Background: an optimization exercise with open tools, aiming at small area, a short achievable clock period and few clock cycles per item. Do not read the settings as production practice. Function was checked by simulation only, so behaviour that the tests miss may differ from the original.

==> flow/design.v, too long to show whole: its modules and the start of the top module <==
// module qubit_measure: 2971 lines
// module qm_fa: 10 lines
// module qm_ha: 9 lines
// module qm_bsel: 10 lines
module qubit_measure (
    input  logic               clk,
    input  logic               rst,
    input  logic               in_valid,
    output logic               in_ready,
    input  logic signed [15:0] in_alpha,
    input  logic signed [15:0] in_beta,
    output logic               out_valid,
    input  logic               out_ready,
    output logic               out_bit,
    output logic [15:0]        out_alpha,
    output logic [15:0]        out_beta,
    output logic               out_err
);
  // ...
==> flow/flow/run.sh <==
#!/bin/bash
set -euo pipefail
export SETUP_SLACK_MARGIN=7.6
export POST_SYNTH_TCL="$(pwd)/flow/downsize.tcl"
bash standard.sh > standard.log 2>&1
==> flow/flow/downsize.tcl <==
# Run after synthesis (POST_SYNTH_TCL): set every combinational cell that
# synthesis gave a drive strength above 1 to its drive-1 variant. The timing
# repair later sizes up what the critical paths need. Registers keep their
# cell type and size.
set n 0
foreach inst [get_cells *] {
  set m [get_property $inst ref_name]
  if {[regexp {^(sky130_fd_sc_hd__[a-z0-9]+)_([0-9]+)$} $m -> base sz] && $sz > 1} {
    if {[regexp {df|dl|sdf|edf|conb|clkbuf|clkinv|clkdly|tap|fill|decap} $base]} { continue }
    set cand "${base}_1"
    if {[llength [get_lib_cells -quiet */$cand]] > 0} {
      replace_cell $inst $cand
      incr n
    }
  }
}
puts "downsize: $n cells set to drive strength 1"
==> flow/standard.sh <==
#!/bin/bash
# synth_recipe.tcl (not shown) runs the flow's synth.tcl, then flattens the netlist and writes it again
# the make line also repeats each setting of config.mk as NAME=value (left out here)
make -C /OpenROAD-flow-scripts/flow DESIGN_CONFIG=/design/flow/config.mk WORK_HOME=/design/flow/orfs CLKGATE_MAP_FILE= SYNTH_SCRIPT=/design/flow/synth_recipe.tcl "${@:-finish}"
==> flow/config.mk <==
export PLATFORM = sky130hd
export DESIGN_NAME = qubit_measure
export DESIGN_NICKNAME = qubit_measure
export VERILOG_FILES = /design/flow/design.v
export SDC_FILE = /design/flow/constraint.sdc
export NUM_CORES = 4
export LEC_CHECK = 0
export CAP_MARGIN = 20
export CORE_MARGIN = 2
export CORE_UTILIZATION = 40
export CTS_CLUSTER_DIAMETER = 100
export CTS_CLUSTER_SIZE = 20
export SLEW_MARGIN = 20
export SYNTH_HIERARCHICAL = 1
export SYNTH_MINIMUM_KEEP_SIZE = 0
==> flow/constraint.sdc <==
create_clock -name core_clock -period 11.0 [get_ports {clk}]
set_input_delay 2.2000 -clock core_clock [delete_from_list [all_inputs] [get_ports {clk}]]
set_output_delay 2.2000 -clock core_clock [all_outputs]
set_load 0.01 [all_outputs]
==> metrics.md, run 1 <==
| Metric | Value |
|---|---|
| Status | timing/DRC/antenna clean |
| CTS tree | yes |
| RSZ-0062 raised after global routing | true |
| Post-route design area | 31,860 sq um |
| Routed len/inst | 20.52 um |
| Final Hold Slack | 0.3395 ns |
| CTS root buf | clkbuf_16 |
| Req. time, crit path | 8.80 ns |
| # port buffers | 41 |
| Worst r2r src | e2_q[0] |
| Reg2Reg Depth | 7 |
| WS Path Type | reg2out |
| Hold Crit Start | zs_q |
| Worst reg2reg setup slack | 7.67 ns |
| Setup ws final | 7.629 ns |
| Postcts setup bufs | 12 |
| Remaining antenna violation count | 0 |
| Clock buffers | 30 |
| DP Worst Slack | 6.768 ns |
| Number of global-route vias before repair | 21,200 |
| Commonest non-fill, non-tap cell in the layout | fa_1 |
| CP max stage delay | 0.40 ns |
| Capturing point of the worst reg2reg path | xb_q[21] |
| Startpoint Class | flip-flop |
| Slew Limit Fails | 0 |
| Num CTS Buffers | 25 |
| Non-filler instance count after layout | 3,535 |
| Met1 usage | 0.2702 |
| Sequential cell area share | 0.2471 |
| Die Wd | 272.7 um |
| Most frequent cells in the layout | fa_1, dfxtp_1, xnor2_1, a22oi_1, and2_1 |
| Arrival time worst endpoint | 1.17 ns |
| Worst path bufs/invs | 2 |
| # diodes | 0 |
| Area-dominant class | multi-input gates |
Testbench counts, summed over its fixed seeds: cycles 2,088, items 2,048.
==> run 2, diff against run 1 <==
--- a/flow/design.v
+++ b/flow/design.v
@@ -2915,64 +2915,66 @@
     logic rb_q, re_q;
     assign rb_q = res_bit;
     assign re_q = res_err;
     assign push = v_q[LAT];
     logic [D-1:0] qv_q, qb_q, qe_q;
     logic [D-1:0] sv, sb, se;
     logic [D+1:0] oc;              
     logic [D:1]   oc_q, oc_nx;
-    logic         rdy_q, inc, dec;
+    logic         rdy_q, inc, dec, ob_q, oe_q;
     assign acc = in_valid & rdy_q;
     assign take = qv_q[0] & out_ready;
     assign inc = acc & ~take;
     assign dec = take & ~acc;
     assign oc  = {1'b0, oc_q, 1'b1};
     always_comb begin
         for (int i = 1; i <= D; i++)
             oc_nx[i] = inc ? oc[i-1] : (dec ? oc[i+1] : oc[i]);
     end
-    logic [D-1:0] v0, b0, e0, v1, b1, e1, vs;
+    logic [D-1:0] vs, bs, es, w0, w1, v0, b0, e0, v1, b1, e1;
     assign vs = {1'b0, qv_q[D-1:1]};
+    assign bs = {1'b0, qb_q[D-1:1]};
+    assign es = {1'b0, qe_q[D-1:1]};
     always_comb begin
-        v0 = qv_q; b0 = qb_q; e0 = qe_q;
-        v1 = {1'b0, qv_q[D-1:1]};
-        b1 = {1'b0, qb_q[D-1:1]};
-        e1 = {1'b0, qe_q[D-1:1]};
         for (int i = 0; i < D; i++) begin
-            if (push && !qv_q[i] && (i == 0 || qv_q[i-1])) begin
-                v0[i] = 1'b1; b0[i] = rb_q; e0[i] = re_q;
-            end
-            if (push && !vs[i] && (i == 0 || vs[i-1])) begin
-                v1[i] = 1'b1; b1[i] = rb_q; e1[i] = re_q;
-            end
+            w0[i] = push & ~qv_q[i] & ((i == 0) | qv_q[(i == 0) ? 0 : i-1]);
+            w1[i] = push & ~vs[i] & ((i == 0) | vs[(i == 0) ? 0 : i-1]);
         end
     end
-    assign sv = take ? v1 : v0;
-    assign sb = take ? b1 : b0;
-    assign se = take ? e1 : e0;
+    assign v0 = qv_q | w0;
+    assign b0 = (qb_q & ~w0) | ({D{rb_q}} & w0);
+    assign e0 = (qe_q & ~w0) | ({D{re_q}} & w0);
+    assign v1 = vs | w1;
+    assign b1 = (bs & ~w1) | ({D{rb_q}} & w1);
+    assign e1 = (es & ~w1) | ({D{re_q}} & w1);
+    assign sv = ({D{take}} & v1) | ({D{~take}} & v0);
+    assign sb = ({D{take}} & b1) | ({D{~take}} & b0);
+    assign se = ({D{take}} & e1) | ({D{~take}} & e0);
     always_ff @(posedge clk) begin
         if (rst) begin
             qv_q  <= '0;
             oc_q  <= '0;
             rdy_q <= 1'b1;
         end else begin
             qv_q  <= sv;
             oc_q  <= oc_nx;
             rdy_q <= ~oc_nx[D];
         end
         qb_q <= sb;
         qe_q <= se;
+        ob_q <= take ? b1[0] : (qv_q[0] ? qb_q[0] : rb_q);
+        oe_q <= take ? e1[0] : (qv_q[0] ? qe_q[0] : re_q);
     end
     assign in_ready  = rdy_q;
     assign out_valid = qv_q[0];
-    assign out_bit   = qb_q[0];
-    assign out_err   = qe_q[0];
-    assign out_alpha = {1'b0, ~qb_q[0], 14'd0};
-    assign out_beta  = {1'b0, qb_q[0], 14'd0};
+    assign out_bit   = ob_q;
+    assign out_err   = oe_q;
+    assign out_alpha = {1'b0, ~ob_q, 14'd0};
+    assign out_beta  = {1'b0, ob_q, 14'd0};
 endmodule
 module qm_fa (
     input  logic a,
     input  logic b,
     input  logic c,
     output logic s,
     output logic co
 );
==> run 2 against run 1 <==
Net effect: non-clock buffer count is 21 higher; register-to-register slack worse by 0.07 ns; maximum frequency is 0.93% lower; critical endpoint is now xb_q[25]; die area hardly changed; sequential share of layout area is 0.22 points lower; worst hold slack worse by 0.024 ns; flip-flop and latch count is 2 higher; wire length is 3.7% higher.
==> metrics.md, run 2 <==
| Metric | Value |
|---|---|
| Status | timing/DRC/antenna clean (unchanged) |
| Worst Path Max Fanout | 41 (was 3) |
| Setup TNS | 0 ns (unchanged) |
| Drt via density | 5.439 (was 5.433) |
| Most used cell, CP | fa_1 |
| Worst path bufs/invs | 1 (was 2) |
| CTS root buf | clkbuf_16 (unchanged) |
| I/O pin count | 72 (unchanged) |
| Req. time, crit path | 11.51 ns (was 8.80 ns) |
| Post-route design area | 32,130 sq um (was 31,860 sq um) |
| Final Hold Slack | 0.3151 ns (was 0.3395 ns) |
| Share of post-route cells with drive strength above 1 | 0.07294 (was 0.06809) |
| Setup ws final | 7.597 ns (was 7.629 ns) |
| Area growth syn-to-layout | 11.23% (was 10.37%) |
| Most frequent cells in the layout | fa_1, dfxtp_1, xnor2_1, a22oi_1, and2_1 (unchanged) |
| Site Rows | 98 (unchanged) |
| Number of global-route vias before repair | 21,220 (was 21,200) |
| Clk sinks | 385 (was 383) |
| Full die area | 74,380 sq um (was 74,340 sq um) |
| Die Wd | 272.7 um (about the same) |
| Final Critical Period | 3.403 ns (was 3.371 ns) |
| Non-filler instance count after layout | 3,555 (was 3,535) |
| Max-slew headroom | 0.4748 (was 0.4801) |
| DP Wirelength | 50.99 mm (was 50.44 mm) |
| Core ar. | 71,490 sq um (unchanged) |
| Final worst-path cycle share | 0.3094 (was 0.3065) |
| Slowest library cell on the worst path | fa_1 (was edfxtp_1) |
| Routed WL | 75.20 mm (was 72.55 mm) |
| MaxCap Viol Count | 0 (unchanged) |
| Commonest non-fill, non-tap cell in the layout | fa_1 (unchanged) |
| DRT iter0 DRCs | 1,412 (was 1,534) |
| Final core occ | 0.4495 (was 0.4457) |
| Post-layout net count | 3,271 (was 3,253) |
| Final-layout fill cell count | 6,600 (was 6,574) |
| Remaining antenna violation count | 0 (unchanged) |
| CTS max path bufs | 3 (unchanged) |
| Fin. Hold Viols | 0 (unchanged) |
| Cell count after synthesis | 2,489 (was 2,496) |
| DP Worst Slack | 6.839 ns (was 6.768 ns) |
| Worst skew pair latency | 0.63 ns (was 0.59 ns) |
| RSZ-0062 raised after global routing | true (unchanged) |
| Routed len/inst | 21.15 um (was 20.52 um) |
| Max Used Layer | met4 (unchanged) |
| Arrival time worst endpoint | 3.91 ns (was 1.17 ns) |
| Critical Path End Type | flip-flop (was output port) |
| DRC Markers | 0 (unchanged) |
| # port buffers | 41 (unchanged) |
| Largest net degree at the start of global routing | 42 (was 39) |
| Placed cells | 3,481 (was 3,475) |
| FF/Latch Area | 7868 sq um (was 7873 sq um) |
| CP max stage delay | 0.55 ns (was 0.40 ns) |
| Synth Warn # | 7 (was 9) |
| Setup Viol. Count Final | 0 (unchanged) |
| Vias | 19,340 (was 19,210) |
| Clock Skews | 0.04778 ns (was 0.01680 ns) |
| Clock slew at reported path FFs | 0.09 ns (about the same) |
| Slew Limit Fails | 0 (unchanged) |
| Num CTS Buffers | 28 (was 25) |
| # diodes | 0 (unchanged) |
| DIE HEIGHT | 272.7 um (about the same) |
| Crit-path cells | buf_16 > and2_1 > fa_1 > fa_1 > fa_1 > fa_1 > fa_1 (was inv_1 > buf_2) |
| Largest regs | xa_q (37), xb_q (37), t_q (32) (unchanged) |
| H-tree Lvls | 1 (unchanged) |
| Starting Density | 0.4041 (was 0.4038) |
| Syn Area/Cell | 11.61 sq um (was 11.57 sq um) |
| Fmax | 293.9 MHz (was 296.6 MHz) |
| Synth Cell Area | 28,890 sq um (was 28,870 sq um) |
| Drt pass-1 iters | 6 (was 9) |
| Initial antenna violation count | 0 (was 1) |
| Crit path max-delay family | adder cells (was flip-flops) |
| Met2 WL | 35.51 mm (was 34.35 mm) |
| Multi-input logic area | 20,870 sq um (was 20,940 sq um) |
| CTS tree | yes (unchanged) |
| Placer congestion estimate | 0.8329 (was 0.8626) |
| Startpoint Class | flip-flop (unchanged) |
| Total grt overflow | 0 (unchanged) |
| Hold-fix buffers, CTS | 0 (unchanged) |
| Met3 WL | 5.122 mm (was 4.824 mm) |
| Placed Area | 30,650 sq um (was 30,540 sq um) |
| Worst slew pin tran | 0.7878 ns (was 0.7798 ns) |
| Met1 WL | 32.63 mm (was 31.60 mm) |
| First-pass GRT wire length | 120.4 mm (was 117.5 mm) |
| Hold Path Class | reg2reg (unchanged) |
| Global Route Usage Sum | 0.2043 (was 0.1974) |
| WS Path Type | reg2reg (was reg2out) |
[run 2: final cells by class]
type                       count  area share
clock inverter                10    0.004907
tap                          950     0.03700
clock buffer                  33     0.02270
inverter                      66    0.007711
sequential                   385      0.2449
timing repair buffer         102     0.03318
multi-input combinational   2009      0.6496
[run 2: routing by layer]
metal / vias to the layer above / GRT usage
met5: - / 0
met3: 135 / 0.03172
li1: 8612 / -
met2: 723 / 0.3391
met4: 0 / 0.06131
met1: 9866 / 0.2754
[run 2: worst paths after layout]
kind              slack, ns  startpoint       end  cells past startpoint
hold reg to reg        0.32     t_q[31]      bg_q                      0
setup / recovery       7.60  lfsr_q[15]  xb_q[25]                      7
hold / removal         0.32     t_q[31]      bg_q                      0
setup reg to reg       7.60  lfsr_q[15]  xb_q[25]                      7
[run 2: what timing repair did]
action,4_1_cts,5_1_grt
setup buffers,12,19
endpoints found under the setup margin,76,49
pin swaps,1,7
gates cloned,0,0
gates resized for setup,85,57
Testbench counts of run 2, summed over its fixed seeds: cycles 2,088, items 2,048.
==> run 3, diff against run 2 <==
--- a/flow/config.mk
+++ b/flow/config.mk
@@ -11,4 +11,5 @@
 export CTS_CLUSTER_DIAMETER = 100
 export CTS_CLUSTER_SIZE = 20
+export PLACE_DENSITY = 0.75
 export SLEW_MARGIN = 20
 export SYNTH_HIERARCHICAL = 1
==> run 3 against run 2 <==
Net effect: worst setup slack gained 0.069 ns; wire length shrank 5.7%; largest cell class unchanged; highest routed layer is now met5; flip-flop and latch count is the same; count of clock-buffer cells in the layout shrank 3; first-iteration DRC count grew 24%; critical path type unchanged.
==> metrics.md, run 3 <==
| Metric | Value |
|---|---|
| Status | timing/DRC/antenna clean (unchanged) |
| Most frequent cells in the layout | fa_1, dfxtp_1, xnor2_1, a22oi_1, and2_1 (unchanged) |
| Drt pass-1 iters | 7 (was 6) |
| Clock slew at reported path FFs | 0.09 ns (about the same) |
| Post-layout net count | 3,255 (was 3,271) |
| Global Route Usage Sum | 0.1890 (was 0.2043) |
| Setup ws final | 7.666 ns (was 7.597 ns) |
| CTS max path bufs | 3 (unchanged) |
| I/O pin count | 72 (unchanged) |
| Req. time, crit path | 11.42 ns (was 11.51 ns) |
| Share of post-route cells with drive strength above 1 | 0.06301 (was 0.07294) |
| # port buffers | 41 (unchanged) |
| Full die area | 74,380 sq um (unchanged) |
| RSZ-0062 raised after global routing | true (unchanged) |
| Arrival time worst endpoint | 3.75 ns (was 3.91 ns) |
| DIE HEIGHT | 272.7 um (unchanged) |
| Routed WL | 70.90 mm (was 75.20 mm) |
| Synth Warn # | 7 (unchanged) |
| Worst Path Max Fanout | 17 (was 41) |
| Placed cells | 3,476 (was 3,481) |
| Non-filler instance count after layout | 3,537 (was 3,555) |
| Commonest non-fill, non-tap cell in the layout | fa_1 (unchanged) |
| Site Rows | 98 (unchanged) |
| Area growth syn-to-layout | 10.40% (was 11.23%) |
| DRC Markers | 0 (unchanged) |
| Drt via density | 5.529 (was 5.439) |
| CTS root buf | clkbuf_16 (unchanged) |
| Hold Path Class | reg2reg (unchanged) |
| Clk sinks | 385 (unchanged) |
| Num CTS Buffers | 26 (was 28) |
| Largest regs | xa_q (37), xb_q (37), t_q (32) (unchanged) |
| Fmax | 299.9 MHz (was 293.9 MHz) |
| Syn Area/Cell | 11.61 sq um (unchanged) |
| Worst skew pair latency | 0.58 ns (was 0.63 ns) |
| Placer congestion estimate | 0.8523 (was 0.8329) |
| Total grt overflow | 0 (unchanged) |
| # diodes | 0 (unchanged) |
| Startpoint Class | flip-flop (unchanged) |
| Remaining antenna violation count | 0 (unchanged) |
| Setup TNS | 0 ns (unchanged) |
| Cell count after synthesis | 2,489 (unchanged) |
| Number of global-route vias before repair | 20,820 (was 21,220) |
| DRT iter0 DRCs | 1,753 (was 1,412) |
| CTS tree | yes (unchanged) |
| DP Wirelength | 47.12 mm (was 50.99 mm) |
| Final core occ | 0.4461 (was 0.4495) |
| Synth Cell Area | 28,890 sq um (unchanged) |
| Starting Density | 0.4041 (unchanged) |
| Fin. Hold Viols | 0 (unchanged) |
| Hold-fix buffers, CTS | 0 (unchanged) |
| Largest net degree at the start of global routing | 39 (was 42) |
| Die Wd | 272.7 um (unchanged) |
| Final worst-path cycle share | 0.3031 (was 0.3094) |
| Final Critical Period | 3.334 ns (was 3.403 ns) |
| Clock Skews | 0.02137 ns (was 0.04778 ns) |
| Core ar. | 71,490 sq um (unchanged) |
| Vias | 19,560 (was 19,340) |
| DP Worst Slack | 6.867 ns (was 6.839 ns) |
| WS Path Type | reg2reg (unchanged) |
| Initial antenna violation count | 1 (was 0) |
| MaxCap Viol Count | 0 (unchanged) |
| Setup Viol. Count Final | 0 (unchanged) |
| Slew Limit Fails | 0 (unchanged) |
| Critical Path End Type | flip-flop (unchanged) |
| Max-slew headroom | 0.4930 (was 0.4748) |
| H-tree Lvls | 1 (unchanged) |
| Routed len/inst | 20.05 um (was 21.15 um) |
| Worst slew pin tran | 0.7605 ns (was 0.7878 ns) |
| First-pass GRT wire length | 112.6 mm (was 120.4 mm) |
[run 3: worst paths after layout]
| check | slack [ns] | cells after the start | startpoint | to |
|---|---|---|---|---|
| setup / recovery | 7.67 | 8 | t_q[21] | xa_q[13] |
| hold / removal | 0.33 | 0 | zt_q | zr_q |
| setup reg to reg | 7.67 | 8 | t_q[21] | xa_q[13] |
| hold reg to reg | 0.33 | 0 | zt_q | zr_q |
[run 3: what timing repair did]
action                                 CTS  global route
setup endpoints to repair               76            62
endpoints found under the hold margin    0             0
cloned                                   1             0
pin swaps                                1             1
setup buffers                            9            12
gates resized for setup                 67            58
[run 3: routing by layer]
layer  track usage  share of wire  vias up
li1              -              -     8570
met1        0.2437           0.41     9847
met2        0.3137           0.47      941
met3       0.04033          0.087      197
met4       0.06738          0.035        2
met5             0        0.00017        -
[run 3: worst max-delay path, stage by stage, from the launching register on]
cell and delay [ns]:
dfxtp_1 0.33, buf_8 0.16, a22oi_1 0.22, xnor2_1 0.17
fa_1 0.45, fa_1 0.48, fa_1 0.41, fa_1 0.42
fa_1 0.50
[run 3: layout make-up]
cell class              instances  area (sq um)
repair buffers                 88         939.7
well taps                     950          1189
flip-flops and latches        385          7891
fillers                      6460         39590
clock inverters                 9         110.1
clock buffers                  30         665.6
multi-input cells            2009         20850
inverters                      66         247.7
[run 3: per-stage QoR]
stage / area, sq um / hold slack (ns)
3_5_place_dp: 30610 / 0.3165
3_3_place_gp: 30610 / 0.3140
4_1_cts: 31610 / 0.3340
5_1_grt: 31890 / 0.3347
2_1_floorplan: 29150 / 0.3096
6_report: 31890 / 0.3314
==> run 4, diff against run 3 <==
==> flow/flow/run.sh (replaced) <==
#!/bin/bash
set -euo pipefail
export SETUP_SLACK_MARGIN=7.8
export POST_SYNTH_TCL="$(pwd)/flow/downsize.tcl"
bash standard.sh > standard.log 2>&1
--- a/flow/config.mk
+++ b/flow/config.mk
@@ -11,5 +11,4 @@
 export CTS_CLUSTER_DIAMETER = 100
 export CTS_CLUSTER_SIZE = 20
-export PLACE_DENSITY = 0.75
 export SLEW_MARGIN = 20
 export SYNTH_HIERARCHICAL = 1
==> run 4 against run 3 <==
Net effect: worst setup slack improved by 0.0010 ns; clock skew grew 0.0020 ns; still clean on timing, DRC and antenna; sequential share of layout area decreased by 0.77 points; core utilization up 1.8 points; non-clock buffer count up 65.
==> metrics.md, run 4 <==
| Metric | Value |
|---|---|
| Total grt overflow | 0 (unchanged) |
| Commonest non-fill, non-tap cell in the layout | fa_1 (unchanged) |
| Setup TNS | 0 ns (unchanged) |
| Starting Density | 0.4041 (unchanged) |
| Initial antenna violation count | 0 (was 1) |
| Largest net degree at the start of global routing | 39 (unchanged) |
| Worst Path Max Fanout | 3 (was 17) |
| Remaining antenna violation count | 0 (unchanged) |
| Max-slew headroom | 0.5613 (was 0.4930) |
| Drt pass-1 iters | 8 (was 7) |
| Hold Path Depth | 0 (unchanged) |
| Routed len/inst | 21.73 um (was 20.05 um) |
| Worst skew pair latency | 0.60 ns (was 0.58 ns) |
| Clock Skews | 0.02341 ns (was 0.02137 ns) |
| Die Wd | 272.7 um (unchanged) |
| Core ar. | 71,490 sq um (unchanged) |
| DRT iter0 DRCs | 1,484 (was 1,753) |
| Fmax | 300.0 MHz (was 299.9 MHz) |
| Status | timing/DRC/antenna clean (unchanged) |
| DP Wirelength | 51.09 mm (was 47.12 mm) |
| Full die area | 74,380 sq um (unchanged) |
| Slew Limit Fails | 0 (unchanged) |
| WS Path Type | reg2out (was reg2reg) |
| Routed WL | 78.27 mm (was 70.90 mm) |
| Most frequent cells in the layout | fa_1, dfxtp_1, xnor2_1, and2_1, a22oi_1 (was fa_1, dfxtp_1, xnor2_1, a22oi_1, and2_1) |
| CTS root buf | clkbuf_16 (unchanged) |
| Arrival time worst endpoint | 1.13 ns (was 3.75 ns) |
| Clock slew at reported path FFs | 0.09 ns (about the same) |
| Site Rows | 98 (unchanged) |
| Largest regs | xa_q (37), xb_q (37), t_q (32) (unchanged) |
| Synth Warn # | 7 (unchanged) |
| Area growth syn-to-layout | 14.80% (was 10.40%) |
| Hold Path End | zt_q (was zr_q) |
| # diodes | 0 (unchanged) |
| Final worst-path cycle share | 0.3030 (was 0.3031) |
| H-tree Lvls | 1 (unchanged) |
| Post-route design area | 33,160 sq um (was 31,890 sq um) |
| # port buffers | 41 (unchanged) |
| Hold-fix buffers, CTS | 0 (unchanged) |
| CTS max path bufs | 3 (unchanged) |
| MaxCap Viol Count | 0 (unchanged) |
| Worst r2r src | e2_q[0] (was t_q[21]) |
| Worst slew pin tran | 0.6564 ns (was 0.7605 ns) |
| Num CTS Buffers | 26 (unchanged) |
| Vias | 19,730 (was 19,560) |
| Reg2Reg Depth | 8 (unchanged) |
| Startpoint Class | flip-flop (unchanged) |
| RSZ-0062 raised after global routing | true (unchanged) |
| Final Critical Period | 3.333 ns (was 3.334 ns) |
| Global Route Usage Sum | 0.2086 (was 0.1890) |
| Number of global-route vias before repair | 21,550 (was 20,820) |
| Placed Area | 30,670 sq um (was 30,610 sq um) |
| CTS tree | yes (unchanged) |
| Worst reg2reg setup slack | 7.68 ns (was 7.67 ns) |
| Placer congestion estimate | 0.8486 (was 0.8523) |
| Req. time, crit path | 8.80 ns (was 11.42 ns) |
| Post-layout net count | 3,320 (was 3,255) |
| Share of post-route cells with drive strength above 1 | 0.1290 (was 0.06301) |
| Clk sinks | 385 (unchanged) |
| Synth Cell Area | 28,890 sq um (unchanged) |
| Fin. Hold Viols | 0 (unchanged) |
| Syn Area/Cell | 11.61 sq um (unchanged) |
| Hold Path Class | reg2reg (unchanged) |
| First-pass GRT wire length | 122.3 mm (was 112.6 mm) |
| Hold Crit Start | zs_q (was zt_q) |
| Capturing point of the worst reg2reg path | xb_q[10] (was xa_q[13]) |
| DRC Markers | 0 (unchanged) |
| Placed cells | 3,481 (was 3,476) |
| Non-filler instance count after layout | 3,602 (was 3,537) |
| I/O pin count | 72 (unchanged) |
| Cell count after synthesis | 2,489 (unchanged) |
| DIE HEIGHT | 272.7 um (unchanged) |
| Setup Viol. Count Final | 0 (unchanged) |
| Drt via density | 5.479 (was 5.529) |
| Critical Path End Type | output port (was flip-flop) |
[run 4: how the worst max path moves through the flow]
stage / startpoint / end / slack [ns] / cells after the start
finish: ob_q / out_alpha[14] / 7.67 / 2
detailed placement: out_ready / rdy_q / 6.84 / 7
CTS: ob_q / out_alpha[14] / 7.63 / 2
floorplan: lfsr_q[15] / xb_q[23] / 7.55 / 7
global route: e2_q[0] / xb_q[10] / 7.62 / 8
global placement: out_ready / rdy_q / 6.83 / 7
[run 4: final cells by class]
cell class / instances / area [sq um]
multi-input combinational: 2009 / 21290
timing repair buffer: 153 / 1649
sequential: 385 / 7951
tap: 950 / 1189
clock inverter: 10 / 172.7
clock buffer: 29 / 661.9
fill: 6426 / 38320
inverter: 66 / 251.5
[run 4: per-layer routing]
layer	GRT usage	wire, um	vias up
met5	0	0	-
met4	0.06637	2815	0
met3	0.03559	5638	189
met2	0.3449	36830	798
met1	0.2787	32980	10040
li1	-	-	8708
[run 4: through the flow]
| stage | setup WS (ns) | util | hold slack, ns |
|---|---|---|---|
| detailed placement | 6.841 | 0.4291 | 0.3143 |
| global placement | 6.831 | 0.4291 | 0.3168 |
| finish | 7.667 | 0.4639 | 0.3249 |
| floorplan | 7.554 | - | 0.3096 |
| global route | 7.615 | 0.4639 | 0.3472 |
| CTS | 7.628 | 0.4541 | 0.3330 |
[run 4: repair_timing]
item                                    4_1_cts  5_1_grt
gates cloned                                  2        0
setup buffers                                43       37
endpoints found under the setup margin      113       70
gates resized for setup                     196      115
endpoints found under the hold margin         0        0
pin swaps                                    22       45
[run 4: worst max-delay path, stage by stage (launching register included)]
cell     delay, ns
dfxtp_2       0.36
inv_1         0.04
buf_2         0.13
==> run 5, diff against run 4 <==
==> flow/flow/run.sh (replaced) <==
#!/bin/bash
set -euo pipefail
export SETUP_SLACK_MARGIN=7.6
export POST_SYNTH_TCL="$(pwd)/flow/downsize.tcl"
bash standard.sh > standard.log 2>&1
--- a/flow/config.mk
+++ b/flow/config.mk
@@ -11,4 +11,5 @@
 export CTS_CLUSTER_DIAMETER = 100
 export CTS_CLUSTER_SIZE = 20
+export GPL_ROUTABILITY_DRIVEN = 0
 export SLEW_MARGIN = 20
 export SYNTH_HIERARCHICAL = 1
==> run 5 against run 4 <==
Net effect: critical path depth up 5; critical endpoint is now xb_q[25]; worst setup slack got worse by 0.070 ns; global-route usage fell by 0.43 points; core utilization fell by 1.4 points.
==> metrics.md, run 5 <==
| Metric | Value |
|---|---|
| Slew Limit Fails | 0 (unchanged) |
| Placed Area | 30,650 sq um (was 30,670 sq um) |
| Setup TNS | 0 ns (unchanged) |
| Worst slew pin tran | 0.7878 ns (was 0.6564 ns) |
| CTS max path bufs | 3 (unchanged) |
| # port buffers | 41 (unchanged) |
| Hold-fix buffers, CTS | 0 (unchanged) |
| Num CTS Buffers | 28 (was 26) |
| Remaining antenna violation count | 0 (unchanged) |
| WS Path Type | reg2reg (was reg2out) |
| Synth Cell Area | 28,890 sq um (unchanged) |
| Fmax | 293.9 MHz (was 300.0 MHz) |
| Core ar. | 71,490 sq um (unchanged) |
| Largest regs | xa_q (37), xb_q (37), t_q (32) (unchanged) |
| Starting Density | 0.4041 (unchanged) |
| Setup ws final | 7.597 ns (was 7.667 ns) |
| Critical Path End Type | flip-flop (was output port) |
| Worst skew pair latency | 0.63 ns (was 0.60 ns) |
| Hold Path Class | reg2reg (unchanged) |
| Commonest non-fill, non-tap cell in the layout | fa_1 (unchanged) |
| Crit-path cells | buf_16 > and2_1 > fa_1 > fa_1 > fa_1 > fa_1 > fa_1 (was inv_1 > buf_2) |
| Slowest library cell on the worst path | fa_1 (was dfxtp_2) |
| Most frequent cells in the layout | fa_1, dfxtp_1, xnor2_1, a22oi_1, and2_1 (was fa_1, dfxtp_1, xnor2_1, and2_1, a22oi_1) |
| Status | timing/DRC/antenna clean (unchanged) |
| Post-route design area | 32,130 sq um (was 33,160 sq um) |
| Most used cell, CP | fa_1 |
| Final core occ | 0.4495 (was 0.4639) |
| Req. time, crit path | 11.51 ns (was 8.80 ns) |
| First-pass GRT wire length | 120.4 mm (was 122.3 mm) |
| Crit path max-delay family | adder cells (was flip-flops) |
| Drt pass-1 iters | 6 (was 8) |
| DP Worst Slack | 6.839 ns (was 6.841 ns) |
| Die Wd | 272.7 um (unchanged) |
| Routed len/inst | 21.15 um (was 21.73 um) |
| H-tree Lvls | 1 (unchanged) |
| I/O pin count | 72 (unchanged) |
| DP Wirelength | 50.99 mm (was 51.09 mm) |
| CTS root buf | clkbuf_16 (unchanged) |
| Syn Area/Cell | 11.61 sq um (unchanged) |
| Number of global-route vias before repair | 21,220 (was 21,550) |
| Initial antenna violation count | 0 (unchanged) |
| # diodes | 0 (unchanged) |
| Largest net degree at the start of global routing | 42 (was 39) |
| Cell count after synthesis | 2,489 (unchanged) |
| Site Rows | 98 (unchanged) |
| Max-slew headroom | 0.4748 (was 0.5613) |
| DRC Markers | 0 (unchanged) |
| Worst Path Max Fanout | 41 (was 3) |
| DRT iter0 DRCs | 1,412 (was 1,484) |
| Total grt overflow | 0 (unchanged) |
| Full die area | 74,380 sq um (unchanged) |
| Vias | 19,340 (was 19,730) |
| Final worst-path cycle share | 0.3094 (was 0.3030) |
| CP max stage delay | 0.55 ns (was 0.36 ns) |
| Worst path bufs/invs | 1 (was 2) |
| Clock Skews | 0.04778 ns (was 0.02341 ns) |
| Drt via density | 5.439 (was 5.479) |
| Fin. Hold Viols | 0 (unchanged) |
| Synth Warn # | 7 (unchanged) |
| Share of post-route cells with drive strength above 1 | 0.07294 (was 0.1290) |
| Setup Viol. Count Final | 0 (unchanged) |
| Global Route Usage Sum | 0.2043 (was 0.2086) |
| Area growth syn-to-layout | 11.23% (was 14.80%) |
| RSZ-0062 raised after global routing | true (unchanged) |
| Startpoint Class | flip-flop (unchanged) |
| DIE HEIGHT | 272.7 um (unchanged) |
| MaxCap Viol Count | 0 (unchanged) |
| Final Critical Period | 3.403 ns (was 3.333 ns) |
| Clock slew at reported path FFs | 0.09 ns (about the same) |
| CTS tree | yes (unchanged) |
| Routed WL | 75.20 mm (was 78.27 mm) |
| Arrival time worst endpoint | 3.91 ns (was 1.13 ns) |
| Post-layout net count | 3,271 (was 3,320) |
| Clk sinks | 385 (unchanged) |
[run 5: path summary, 6_finish.rpt]
check | cells after the start | to | startpoint | slack, ns
max | 7 | xb_q[25] | lfsr_q[15] | 7.60
min | 0 | bg_q | t_q[31] | 0.32
max reg2reg | 7 | xb_q[25] | lfsr_q[15] | 7.60
min reg2reg | 0 | bg_q | t_q[31] | 0.32
[run 5: per-layer routing]
metal,share of wire,global-route usage,routed length [um]
met5,0,0,0
met4,0.026,0.06131,1940
met1,0.43,0.2754,32630
met2,0.47,0.3391,35510
met3,0.068,0.03172,5122
[run 5: final cells by class]
| type | count | area, sq um |
|---|---|---|
| clock inverters | 10 | 157.7 |
| clock buffers | 33 | 729.5 |
| repair buffers | 102 | 1066 |
| inverters | 66 | 247.7 |
| multi-input cells | 2009 | 20870 |
| flip-flops and latches | 385 | 7868 |
| fillers | 6600 | 39360 |
| well taps | 950 | 1189 |
[run 5: timing repair]
item | 4_1_cts | 5_1_grt
endpoints found under the setup margin | 76 | 49
buffers inserted | 12 | 19
pin swaps | 1 | 7
gates resized for setup | 85 | 57
[run 5: metrics by stage]
step | hold slack [ns] | cells
2_1_floorplan | 0.3096 | 2540
6_report | 0.3151 | 3555
5_1_grt | 0.3357 | 3555
4_1_cts | 0.3199 | 3536
3_3_place_gp | 0.3163 | 3481
3_5_place_dp | 0.3121 | 3481
==> run 6, diff against run 5 <==
--- a/flow/config.mk
+++ b/flow/config.mk
@@ -11,5 +11,5 @@
 export CTS_CLUSTER_DIAMETER = 100
 export CTS_CLUSTER_SIZE = 20
-export GPL_ROUTABILITY_DRIVEN = 0
+export PLACE_DENSITY = 0.88
 export SLEW_MARGIN = 20
 export SYNTH_HIERARCHICAL = 1
==> run 6 against run 5 <==
Net effect: still clean; wire length is 3.9% lower; non-clock buffer count is 14 lower; core utilization is 0.33 points lower; worst setup slack worse by 0.028 ns; critical path depth is 1 higher; first-iteration DRC count is 68% higher.
==> metrics.md, run 6 <==
| Metric | Value |
|---|---|
| MaxCap Viol Count | 0 (unchanged) |
| Reg2Reg Depth | 8 (was 7) |
| Placer congestion estimate | 0.8684 |
| CTS tree | yes (unchanged) |
| Slew Limit Fails | 0 (unchanged) |
| Clock Skews | 0.03880 ns (was 0.04778 ns) |
| Capturing point of the worst reg2reg path | xb_q[12] (was xb_q[25]) |
| Hold Path Depth | 0 (unchanged) |
| Total grt overflow | 0 (unchanged) |
| Synth Cell Area | 28,890 sq um (unchanged) |
| WS Path Type | reg2reg (unchanged) |
| Hold Path End | zr_q (was bg_q) |
| Worst skew pair latency | 0.59 ns (was 0.63 ns) |
| Num CTS Buffers | 26 (was 28) |
| Final worst-path cycle share | 0.3119 (was 0.3094) |
| Core ar. | 71,490 sq um (unchanged) |
| DRT iter0 DRCs | 2,370 (was 1,412) |
| Area growth syn-to-layout | 10.42% (was 11.23%) |
| DP Wirelength | 48.44 mm (was 50.99 mm) |
| Cell count after synthesis | 2,489 (unchanged) |
| Worst reg2reg setup slack | 7.57 ns (was 7.60 ns) |
| Synth Warn # | 7 (unchanged) |
| Startpoint Class | flip-flop (unchanged) |
| CTS root buf | clkbuf_16 (unchanged) |
| Req. time, crit path | 11.44 ns (was 11.51 ns) |
| Routed WL | 72.25 mm (was 75.20 mm) |
| DIE HEIGHT | 272.7 um (unchanged) |
| Worst Path Max Fanout | 17 (was 41) |
| DP Worst Slack | 6.838 ns (was 6.839 ns) |
| RSZ-0062 raised after global routing | true (unchanged) |
| Max-slew headroom | 0.5100 (was 0.4748) |
| Post-layout net count | 3,255 (was 3,271) |
| # diodes | 0 (unchanged) |
| CTS max path bufs | 3 (unchanged) |
| Global Route Usage Sum | 0.1916 (was 0.2043) |
| Largest net degree at the start of global routing | 39 (was 42) |
| First-pass GRT wire length | 115.0 mm (was 120.4 mm) |
| Setup Viol. Count Final | 0 (unchanged) |
| Most frequent cells in the layout | fa_1, dfxtp_1, xnor2_1, a22oi_1, and2_1 (unchanged) |
| Site Rows | 98 (unchanged) |
| Full die area | 74,380 sq um (unchanged) |
| # port buffers | 41 (unchanged) |
| I/O pin count | 72 (unchanged) |
| Fmax | 291.5 MHz (was 293.9 MHz) |
| Final Critical Period | 3.431 ns (was 3.403 ns) |
| Worst r2r src | t_q[21] (was lfsr_q[15]) |
| Die Wd | 272.7 um (unchanged) |
| Commonest non-fill, non-tap cell in the layout | fa_1 (unchanged) |
| Setup TNS | 0 ns (unchanged) |
| Drt pass-1 iters | 7 (was 6) |
| Vias | 20,210 (was 19,340) |
| Placed Area | 30,650 sq um (about the same) |
| Setup ws final | 7.569 ns (was 7.597 ns) |
| Multi-input logic area | 20,880 sq um (was 20,870 sq um) |
| H-tree Lvls | 1 (unchanged) |
| Arrival time worst endpoint | 3.87 ns (was 3.91 ns) |
| Routed len/inst | 20.43 um (was 21.15 um) |
| Final core occ | 0.4462 (was 0.4495) |
| FF/Latch Area | 7888 sq um (was 7868 sq um) |
| Hold Crit Start | zt_q (was t_q[31]) |
| Remaining antenna violation count | 0 (unchanged) |
| Largest regs | xa_q (37), xb_q (37), t_q (32) (unchanged) |
| Initial antenna violation count | 0 (unchanged) |
| Worst slew pin tran | 0.7165 ns (was 0.7878 ns) |
| Hold Path Class | reg2reg (unchanged) |
| Fin. Hold Viols | 0 (unchanged) |
| Starting Density | 0.4041 (unchanged) |
| Post-route design area | 31,900 sq um (was 32,130 sq um) |
| Hold-fix buffers, CTS | 0 (unchanged) |
| Status | timing/DRC/antenna clean (unchanged) |
| Final-layout fill cell count | 6,126 (was 6,600) |
| Drt via density | 5.717 (was 5.439) |
| Syn Area/Cell | 11.61 sq um (unchanged) |
| Number of global-route vias before repair | 21,800 (was 21,220) |
| Clk sinks | 385 (unchanged) |
| Share of post-route cells with drive strength above 1 | 0.06187 (was 0.07294) |
| DRC Markers | 0 (unchanged) |
| Critical Path End Type | flip-flop (unchanged) |
| Clock slew at reported path FFs | 0.08 ns (was 0.09 ns) |
run 6: metal layers:
metal / GRT usage / up-vias / wire [um]
li1: - / 8575 / -
met3: 0.04182 / 358 / 7094
met2: 0.3281 / 1268 / 34770
met1: 0.2298 / 10010 / 26790
met5: 0.002567 / - / 0
met4: 0.08777 / 0 / 3592
run 6: critical path: stages, from the launching register on:
cell and delay, ns:
dfxtp_1 0.32, buf_6 0.17, a22oi_1 0.25, xnor2_1 0.17, fa_1 0.48, fa_1 0.45, fa_1 0.44, fa_1 0.54
fa_1 0.48
run 6: repair_timing:
action | 4_1_cts | 5_1_grt
setup endpoints to repair | 77 | 62
gates resized for setup | 59 | 62
cloned | 0 | 0
setup buffers | 10 | 7
pin swaps | 1 | 6
run 6: worst max-delay path by stage:
stage                    start         to  slack [ns]  cells after the start
floorplan           lfsr_q[15]   xb_q[23]        7.55                      7
global placement     out_ready      rdy_q        6.87                      7
detailed placement   out_ready      rdy_q        6.84                      7
CTS                    qv_q[0]  out_valid        7.57                      1
global route           t_q[21]   xb_q[11]        7.53                      8
finish                 t_q[21]   xb_q[12]        7.57                      8
run 6: cell type report:
| class | instances | share of cell area |
|---|---|---|
| clock buffer | 32 | 0.02177 |
| timing repair buffer | 88 | 0.02848 |
| sequential | 385 | 0.2473 |
| inverter | 66 | 0.007767 |
| clock inverter | 6 | 0.002824 |
| multi-input combinational | 2009 | 0.6546 |
| tap | 950 | 0.03727 |
run 6: per-stage QoR:
stage,hold slack (ns),std cells
after CTS,0.3578,3529
final,0.3466,3536
after global placement,0.3385,3481
after global routing,0.3518,3536
after detailed placement,0.3413,3481
after floorplan,0.3096,2540
==> run 7, diff against run 6 <==
==> flow/flow/run.sh (replaced) <==
#!/bin/bash
set -euo pipefail
export SETUP_SLACK_MARGIN=7.7
export POST_SYNTH_TCL="$(pwd)/flow/downsize.tcl"
bash standard.sh > standard.log 2>&1
--- a/flow/config.mk
+++ b/flow/config.mk
@@ -11,5 +11,5 @@
 export CTS_CLUSTER_DIAMETER = 100
 export CTS_CLUSTER_SIZE = 20
-export PLACE_DENSITY = 0.88
+export PLACE_DENSITY = 0.8
 export SLEW_MARGIN = 20
 export SYNTH_HIERARCHICAL = 1
==> run 7 against run 6 <==
Net effect: global-route usage fell by 0.072 points; final area grew 1.7%; count of clock-buffer cells in the layout is 6 lower; register-to-register slack improved by 0.09 ns; non-clock buffer count grew 44; critical path type is now reg2out; critical endpoint is now out_beta[14]; largest cell class unchanged.
==> metrics.md, run 7 <==
| Metric | Value |
|---|---|
| Slew Limit Fails | 0 (unchanged) |
| Vias | 20,030 (was 20,210) |
| Placer congestion estimate | 0.8617 (was 0.8684) |
| Clock Skews | 0.02649 ns (was 0.03880 ns) |
| Area growth syn-to-layout | 12.34% (was 10.42%) |
| Remaining antenna violation count | 0 (unchanged) |
| RSZ-0062 raised after global routing | true (unchanged) |
| Synth Warn # | 7 (unchanged) |
| Largest regs | xa_q (37), xb_q (37), t_q (32) (unchanged) |
| Fmax | 297.1 MHz (was 291.5 MHz) |
| Syn Area/Cell | 11.61 sq um (unchanged) |
| Max-slew headroom | 0.5120 (was 0.5100) |
| CTS root buf | clkbuf_16 (unchanged) |
| Drt pass-1 iters | 9 (was 7) |
| DRT iter0 DRCs | 2,143 (was 2,370) |
| Die Wd | 272.7 um (unchanged) |
| Final-layout fill cell count | 6,334 (was 6,126) |
| Starting Density | 0.4041 (unchanged) |
| Most frequent cells in the layout | fa_1, dfxtp_1, xnor2_1, and2_1, a22oi_1 (was fa_1, dfxtp_1, xnor2_1, a22oi_1, and2_1) |
| Initial antenna violation count | 0 (unchanged) |
| CTS max path bufs | 3 (unchanged) |
| Core ar. | 71,490 sq um (unchanged) |
| Largest net degree at the start of global routing | 39 (unchanged) |
| Clock slew at reported path FFs | 0.08 ns (about the same) |
| Fin. Hold Viols | 0 (unchanged) |
| Num CTS Buffers | 24 (was 26) |
| DIE HEIGHT | 272.7 um (unchanged) |
| Commonest non-fill, non-tap cell in the layout | fa_1 (unchanged) |
| Final core occ | 0.4539 (was 0.4462) |
| Critical Path End Type | output port (was flip-flop) |
| MaxCap Viol Count | 0 (unchanged) |
| First-pass GRT wire length | 113.9 mm (was 115.0 mm) |
| Post-layout net count | 3,297 (was 3,255) |
| Routed WL | 72.26 mm (was 72.25 mm) |
| Share of post-route cells with drive strength above 1 | 0.09527 (was 0.06187) |
| Cell count after synthesis | 2,489 (unchanged) |
| I/O pin count | 72 (unchanged) |
| Arrival time worst endpoint | 1.17 ns (was 3.87 ns) |
| Routed len/inst | 20.22 um (was 20.43 um) |
| Hold Path Class | reg2reg (unchanged) |
| Synth Cell Area | 28,890 sq um (unchanged) |
| # port buffers | 41 (unchanged) |
| Total grt overflow | 0 (unchanged) |
| DRC Markers | 0 (unchanged) |
| Clk sinks | 385 (unchanged) |
| # diodes | 0 (unchanged) |
| Site Rows | 98 (unchanged) |
| Setup Viol. Count Final | 0 (unchanged) |
| WS Path Type | reg2out (was reg2reg) |
| Drt via density | 5.605 (was 5.717) |
| Number of global-route vias before repair | 21,140 (was 21,800) |
| H-tree Lvls | 1 (unchanged) |
| Worst Path Max Fanout | 2 (was 17) |
| Final worst-path cycle share | 0.3060 (was 0.3119) |
| Status | timing/DRC/antenna clean (unchanged) |
| DP Wirelength | 47.57 mm (was 48.44 mm) |
| Startpoint Class | flip-flop (unchanged) |
| Final Critical Period | 3.366 ns (was 3.431 ns) |
| Full die area | 74,380 sq um (unchanged) |
| Req. time, crit path | 8.80 ns (was 11.44 ns) |
| Worst slew pin tran | 0.7320 ns (was 0.7165 ns) |
| Worst skew pair latency | 0.59 ns (about the same) |
| Global Route Usage Sum | 0.1909 (was 0.1916) |
| Setup TNS | 0 ns (unchanged) |
| Hold-fix buffers, CTS | 0 (unchanged) |
| CTS tree | yes (unchanged) |
run 7: final cells by class:
class	count	area, sq um	area share
clock inverters	6	63.81	0.001966
well taps	950	1189	0.03663
multi-input cells	2009	20990	0.6468
repair buffers	132	1416	0.04365
inverters	66	247.7	0.007634
clock buffers	26	608.1	0.01874
flip-flops and latches	385	7938	0.2446
run 7: worst paths after layout:
path,startpoint,endpoint,slack [ns],cells after the start
setup / recovery,ob_q,out_beta[14],7.63,2
hold / removal,zt_q,zr_q,0.35,0
setup reg to reg,e2_q[0],xb_q[11],7.66,8
hold reg to reg,zt_q,zr_q,0.35,0
run 7: timing repair:
item,4_1_cts,5_1_grt
cloned,2,1
gates resized for setup,115,91
endpoints found under the setup margin,89,57
setup buffers,8,54
pin swaps,1,17
run 7: critical path: stages, from the launching register on:
cell and delay, ns:
dfxtp_4 0.36, buf_6 0.12, buf_6 0.11
run 7: metal layers:
metal / share of wire / vias up / track usage / wire length [um]
li1: - / 8661 / - / -
met1: 0.40 / 9994 / 0.2430 / 28740
met2: 0.47 / 1088 / 0.3191 / 34010
met3: 0.089 / 288 / 0.03655 / 6398
met4: 0.043 / 0 / 0.07779 / 3112
met5: 0 / - / 0 / 0
run 7: through the flow:
step                hold slack, ns  area [sq um]  std cells  setup slack [ns]
floorplan                   0.3096         29190       2540             7.554
global placement            0.3348         30640       3477             6.846
detailed placement          0.3352         30640       3477             6.887
CTS                         0.3537         31660       3519             7.565
global route                0.3637         32450       3574             7.598
finish                      0.3514         32450       3574             7.634
==> run 8, diff against run 7 <==
==> flow/flow/run.sh (replaced) <==
#!/bin/bash
set -euo pipefail
export SETUP_SLACK_MARGIN=7.6
export POST_SYNTH_TCL="$(pwd)/flow/downsize.tcl"
bash standard.sh > standard.log 2>&1
--- a/flow/config.mk
+++ b/flow/config.mk
@@ -9,7 +9,8 @@
 export CORE_MARGIN = 2
 export CORE_UTILIZATION = 40
+export CTS_BUF_LIST = sky130_fd_sc_hd__clkbuf_8
 export CTS_CLUSTER_DIAMETER = 100
-export CTS_CLUSTER_SIZE = 20
-export PLACE_DENSITY = 0.8
+export CTS_CLUSTER_SIZE = 15
+export PLACE_DENSITY = 0.75
 export SLEW_MARGIN = 20
 export SYNTH_HIERARCHICAL = 1
==> run 8 against run 7 <==
Net effect: still clean; sequential share of layout area rose by 0.59 points; worst setup slack gained 0.0022 ns; count of clock-buffer cells in the layout grew 6.
==> metrics.md, run 8 <==
| Metric | Value |
|---|---|
| Status | timing/DRC/antenna clean (unchanged) |
| DP Wirelength | 47.12 mm (was 47.57 mm) |
| CP Depth | 2 (unchanged) |
| I/O pin count | 72 (unchanged) |
| Slew Limit Fails | 0 (unchanged) |
| Max-slew headroom | 0.4806 (was 0.5120) |
| Num CTS Buffers | 31 (was 24) |
| Startpoint Class | flip-flop (unchanged) |
| Clock slew at reported path FFs | 0.10 ns (was 0.08 ns) |
| Setup crit end | out_alpha[14] (was out_beta[14]) |
| Capturing point of the worst reg2reg path | xb_q[20] (was xb_q[11]) |
| Synth Cell Area | 28,890 sq um (unchanged) |
| Final worst-path cycle share | 0.3058 (was 0.3060) |
| Share of post-route cells with drive strength above 1 | 0.06042 (was 0.09527) |
| Crit path max-delay family | flip-flops (unchanged) |
| Reg2Reg Depth | 6 (was 8) |
| First-pass GRT wire length | 112.4 mm (was 113.9 mm) |
| Critical Path End Type | output port (unchanged) |
| Die Wd | 272.7 um (unchanged) |
| Largest net degree at the start of global routing | 39 (unchanged) |
| Worst path bufs/invs | 2 (unchanged) |
| Hold Path Class | reg2reg (unchanged) |
| DRT iter0 DRCs | 1,828 (was 2,143) |
| Area growth syn-to-layout | 9.139% (was 12.34%) |
| Site Rows | 98 (unchanged) |
| WS Path Type | reg2out (unchanged) |
| Clock Skews | 0.04881 ns (was 0.02649 ns) |
| Worst reg2reg setup slack | 7.65 ns (was 7.66 ns) |
| Worst slew pin tran | 0.7791 ns (was 0.7320 ns) |
| Global Route Usage Sum | 0.1890 (was 0.1909) |
| Arrival time worst endpoint | 1.16 ns (was 1.17 ns) |
| Final Critical Period | 3.364 ns (was 3.366 ns) |
| Cell count after synthesis | 2,489 (unchanged) |
| Fin. Hold Viols | 0 (unchanged) |
| CP max stage delay | 0.35 ns (was 0.36 ns) |
| Crit-path cells | inv_1 > buf_2 (was buf_6 > buf_6) |
| Largest regs | xa_q (37), xb_q (37), t_q (32) (unchanged) |
| Fmax | 297.3 MHz (was 297.1 MHz) |
| Routed WL | 70.07 mm (was 72.26 mm) |
| Worst Path Max Fanout | 3 (was 2) |
| Post-layout net count | 3,252 (was 3,297) |
| Syn Area/Cell | 11.61 sq um (unchanged) |
| Most frequent cells in the layout | fa_1, dfxtp_1, xnor2_1, a22oi_1, and2_1 (was fa_1, dfxtp_1, xnor2_1, and2_1, a22oi_1) |
| Initial antenna violation count | 2 (was 0) |
| Synth Warn # | 7 (unchanged) |
| Commonest non-fill, non-tap cell in the layout | fa_1 (unchanged) |
| CTS root buf | clkbuf_8 (was clkbuf_16) |
| Worst skew pair latency | 0.68 ns (was 0.59 ns) |
| Total grt overflow | 0 (unchanged) |
| Starting Density | 0.4041 (unchanged) |
| CTS tree | yes (unchanged) |
| H-tree Lvls | 1 (unchanged) |
| MaxCap Viol Count | 0 (unchanged) |
| CTS max path bufs | 3 (unchanged) |
| RSZ-0062 raised after global routing | true (unchanged) |
| Final-layout fill cell count | 6,498 (was 6,334) |
| Hold-fix buffers, CTS | 0 (unchanged) |
| Setup TNS | 0 ns (unchanged) |
| Full die area | 74,380 sq um (unchanged) |
| Vias | 19,460 (was 20,030) |
| DIE HEIGHT | 272.7 um (unchanged) |
| Remaining antenna violation count | 0 (unchanged) |
| Drt pass-1 iters | 7 (was 9) |
| Drt via density | 5.507 (was 5.605) |
| Setup Viol. Count Final | 0 (unchanged) |
| DRC Markers | 0 (unchanged) |
| CP startpoint | ob_q (unchanged) |
| Worst r2r src | t_q[14] (was e2_q[0]) |
| Placer congestion estimate | 0.8523 (was 0.8617) |
| Number of global-route vias before repair | 20,790 (was 21,140) |
| Req. time, crit path | 8.80 ns (about the same) |
| # port buffers | 41 (unchanged) |
| Clk sinks | 385 (unchanged) |
| Routed len/inst | 19.83 um (was 20.22 um) |
| Slowest library cell on the worst path | dfxtp_2 (was dfxtp_4) |
| Core ar. | 71,490 sq um (unchanged) |
run 8: cell type report:
type,instances,area [sq um],share of cell area
timing repair buffer,80,817.0,0.02592
clock buffer,32,440.4,0.01397
tap,950,1189,0.03770
clock inverter,10,90.09,0.002857
inverter,66,247.7,0.007858
sequential,385,7899,0.2505
antenna,1,2.502,0.00007937
multi-input combinational,2009,20840,0.6611
run 8: timing repair:
item                       4_1_cts  5_1_grt
hold endpoints to repair         0        0
setup buffers                   10        3
setup endpoints to repair       77       62
pin swaps                        1        0
gates cloned                     1        0
gates resized for setup         69       50
run 8: metal layers:
metal,vias up,track usage,share of wire
met3,223,0.03998,0.088
met1,9686,0.2457,0.41
li1,8557,-,-
met5,-,0,0.00017
met2,988,0.3111,0.47
met4,2,0.06810,0.036
run 8: worst min path at each step:
stage             from    to  slack [ns]  depth (start not counted)
3_3_place_gp      zt_q  zr_q        0.31                          0
2_1_floorplan  t_q[31]  bg_q        0.31                          0
5_1_grt           zt_q  zr_q        0.34                          0
3_5_place_dp      zt_q  zr_q        0.32                          0
4_1_cts           zt_q  zr_q        0.34                          0
6_report          zt_q  zr_q        0.33                          0
run 8: stage by stage:
stage	hold WS, ns	instance area (sq um)	utilization	setup slack (ns)	cells
finish	0.3343	31530	0.4410	7.636	3533
floorplan	0.3096	29150	-	7.551	2540
global placement	0.3140	30610	0.4282	6.851	3476
detailed placement	0.3165	30610	0.4282	6.867	3476
CTS	0.3384	31380	0.4389	7.459	3529
global route	0.3406	31530	0.4410	7.565	3533
==> run 9, diff against run 8 <==
--- a/flow/config.mk
+++ b/flow/config.mk
@@ -10,6 +10,6 @@
 export CORE_UTILIZATION = 40
 export CTS_BUF_LIST = sky130_fd_sc_hd__clkbuf_8
-export CTS_CLUSTER_DIAMETER = 100
-export CTS_CLUSTER_SIZE = 15
+export CTS_CLUSTER_DIAMETER = 80
+export CTS_CLUSTER_SIZE = 12
 export PLACE_DENSITY = 0.75
 export SLEW_MARGIN = 20
==> run 9 against run 8 <==
Net effect: still clean; cell count up 0.37%; count of clock-buffer cells in the layout up 9; critical endpoint is now xb_q[22].
==> metrics.md, run 9 <==
| Metric | Value |
|---|---|
| Clock slew at reported path FFs | 0.09 ns (was 0.10 ns) |
| Fmax | 297.3 MHz (about the same) |
| Share of post-route cells with drive strength above 1 | 0.06397 (was 0.06042) |
| Die Wd | 272.7 um (unchanged) |
| First-pass GRT wire length | 112.6 mm (was 112.4 mm) |
| DRT iter0 DRCs | 1,908 (was 1,828) |
| Hold-fix buffers, CTS | 0 (unchanged) |
| Most used cell, CP | fa_1 |
| Cell count after synthesis | 2,489 (unchanged) |
| Hold Path Depth | 0 (unchanged) |
| Hold Path End | zr_q (unchanged) |
| Routed len/inst | 19.77 um (was 19.83 um) |
| Slowest library cell on the worst path | dfxtp_2 (unchanged) |
| Placed Area | 30,610 sq um (unchanged) |
| Num CTS Buffers | 40 (was 31) |
| Most frequent cells in the layout | fa_1, dfxtp_1, xnor2_1, a22oi_1, and2_1 (unchanged) |
| Worst reg2reg setup slack | 7.64 ns (was 7.65 ns) |
| CTS root buf | clkbuf_8 (unchanged) |
| Area growth syn-to-layout | 9.616% (was 9.139%) |
| Hold Path Class | reg2reg (unchanged) |
| Clk sinks | 385 (unchanged) |
| Vias | 19,610 (was 19,460) |
| Fin. Hold Viols | 0 (unchanged) |
| Clock Skews | 0.03584 ns (was 0.04881 ns) |
| CP max stage delay | 0.69 ns (was 0.35 ns) |
| Initial antenna violation count | 2 (unchanged) |
| Total grt overflow | 0 (unchanged) |
| WS Path Type | reg2reg (was reg2out) |
| CTS tree | yes (unchanged) |
| Worst path bufs/invs | 0 (was 2) |
| Drt pass-1 iters | 6 (was 7) |
| Crit-path cells | and2_1 > fa_1 > fa_1 > fa_1 > fa_1 > fa_1 (was inv_1 > buf_2) |
| Setup ws final | 7.636 ns (about the same) |
| Post-route design area | 31,660 sq um (was 31,530 sq um) |
| DP Wirelength | 47.12 mm (unchanged) |
| Critical Path End Type | flip-flop (was output port) |
| # port buffers | 41 (unchanged) |
| Worst r2r src | t_q[15] (was t_q[14]) |
| Capturing point of the worst reg2reg path | xb_q[22] (was xb_q[20]) |
| Arrival time worst endpoint | 3.85 ns (was 1.16 ns) |
| Startpoint Class | flip-flop (unchanged) |
| DP Worst Slack | 6.867 ns (unchanged) |
| Reg2Reg Depth | 6 (unchanged) |
| Slew Limit Fails | 0 (unchanged) |
| Final worst-path cycle share | 0.3058 (about the same) |
| Number of global-route vias before repair | 20,860 (was 20,790) |
| Post-layout net count | 3,261 (was 3,252) |
| Syn Area/Cell | 11.61 sq um (unchanged) |
| Setup Viol. Count Final | 0 (unchanged) |
| Largest net degree at the start of global routing | 39 (unchanged) |
| Routed WL | 70.09 mm (was 70.07 mm) |
| Placer congestion estimate | 0.8523 (unchanged) |
| CTS max path bufs | 3 (unchanged) |
| Worst Path Max Fanout | 17 (was 3) |
| Site Rows | 98 (unchanged) |
| Largest regs | xa_q (37), xb_q (37), t_q (32) (unchanged) |
| Synth Cell Area | 28,890 sq um (unchanged) |
| Full die area | 74,380 sq um (unchanged) |
| Synth Warn # | 7 (unchanged) |
| DIE HEIGHT | 272.7 um (unchanged) |
| Worst skew pair latency | 0.64 ns (was 0.68 ns) |
| Remaining antenna violation count | 0 (unchanged) |
| Starting Density | 0.4041 (unchanged) |
| H-tree Lvls | 2 (was 1) |
| Worst slew pin tran | 0.7648 ns (was 0.7791 ns) |
| Req. time, crit path | 11.49 ns (was 8.80 ns) |
| Crit path max-delay family | adder cells (was flip-flops) |
| Drt via density | 5.531 (was 5.507) |
| MaxCap Viol Count | 0 (unchanged) |
| RSZ-0062 raised after global routing | true (unchanged) |
| Global Route Usage Sum | 0.1899 (was 0.1890) |
| Commonest non-fill, non-tap cell in the layout | fa_1 (unchanged) |
| Core ar. | 71,490 sq um (unchanged) |
| Max-slew headroom | 0.4901 (was 0.4806) |
| Final Critical Period | 3.364 ns (about the same) |
| Setup TNS | 0 ns (unchanged) |
| I/O pin count | 72 (unchanged) |
| Hold Crit Start | zt_q (unchanged) |
| DRC Markers | 0 (unchanged) |
| Status | timing/DRC/antenna clean (unchanged) |
run 9: worst max path at each step:
stage,startpoint,cells past startpoint,slack [ns],endpoint
CTS,qv_q[0],1,7.51,out_valid
global route,t_q[29],8,7.58,xb_q[20]
finish,t_q[15],6,7.64,xb_q[22]
global placement,out_ready,7,6.85,rdy_q
floorplan,lfsr_q[15],7,7.55,xb_q[23]
detailed placement,out_ready,7,6.87,rdy_q
run 9: final cells by class:
| cell class | count | area (sq um) |
|---|---|---|
| clock buffers | 41 | 564.3 |
| multi-input cells | 2009 | 20840 |
| repair buffers | 80 | 834.6 |
| clock inverters | 14 | 88.84 |
| fillers | 6481 | 39820 |
| well taps | 950 | 1189 |
| flip-flops and latches | 385 | 7894 |
| diodes | 1 | 2.502 |
| inverters | 66 | 247.7 |
run 9: repair_timing:
action	CTS	global route
pin swaps	1	1
cloned	1	0
endpoints found under the setup margin	76	58
buffers inserted	9	4
gates resized for setup	72	48
run 9: per-layer routing:
metal  share of wire  vias up  global-route usage
li1                -     8580                   -
met1            0.41     9841              0.2449
met2            0.47      977              0.3114
met3           0.089      212             0.04358
met4           0.035        2             0.07071
met5         0.00019        -                   0
run 9: worst register-to-register path: cells and delay by family (launching register included):
family                   cells  cell delay (ns)
AND/OR/NAND/NOR              1             0.23
adder cells (fa/ha/maj)      5             2.30
flip-flops                   1             0.69
run 9: metrics by stage:
| stage | instances | hold slack (ns) | util |
|---|---|---|---|
| 2_1_floorplan | 2540 | 0.3096 | - |
| 3_3_place_gp | 3476 | 0.3140 | 0.4282 |
| 3_5_place_dp | 3476 | 0.3165 | 0.4282 |
| 4_1_cts | 3541 | 0.3364 | 0.4405 |
| 5_1_grt | 3546 | 0.3264 | 0.4429 |
| 6_report | 3546 | 0.3346 | 0.4429 |

-- port drivers added, routing unchanged --
The results above use ideal ports. As a check the final layouts listed here were re-extracted and re-timed, cells and wires unchanged. Step 1 sets driving cells, clkbuf_16 on the clock port and buf_2 on the other inputs (assumed; they add their load-dependent delay and slew). Step 2 also shifts input and output timing later by t, the mid clock arrival at the registers, as if the neighbouring blocks saw the same clock. Slacks: ideal / step 1 / step 2; pairs: ideal / step 1.
| run | shift t [ns] | slack for setup (ns) | slew at the worst register clock pin (ns) | worst data-port slew with drivers (ns) |
|---|---|---|---|---|
| run 1 | 0.645 | 7.629 / 7.568 / 7.064 | 0.09 / 0.09 | 0.04 |
| run 2 | 0.668 | 7.597 / 7.597 / 7.044 | 0.09 / 0.09 | 0.04 |
| run 3 | 0.634 | 7.666 / 7.645 / 7.269 | 0.09 / 0.09 | 0.05 |
| run 4 | 0.655 | 7.667 / 7.605 / 7.268 | 0.09 / 0.09 | 0.03 |
| run 5 | 0.668 | 7.597 / 7.597 / 7.044 | 0.09 / 0.09 | 0.04 |
| run 6 | 0.629 | 7.569 / 7.569 / 7.300 | 0.09 / 0.09 | 0.06 |
| run 7 | 0.633 | 7.634 / 7.573 / 7.186 | 0.09 / 0.09 | 0.06 |
| run 8 | 0.715 | 7.636 / 7.579 / 6.985 | 0.10 / 0.10 | 0.05 |
| run 9 | 0.676 | 7.636 / 7.600 / 7.045 | 0.09 / 0.09 | 0.05 |
After both steps setup and hold are still met in every run listed. For run 8, which loses most, drivers alone change the setup slack by -0.057 ns; drivers and shift together by -0.651 ns.
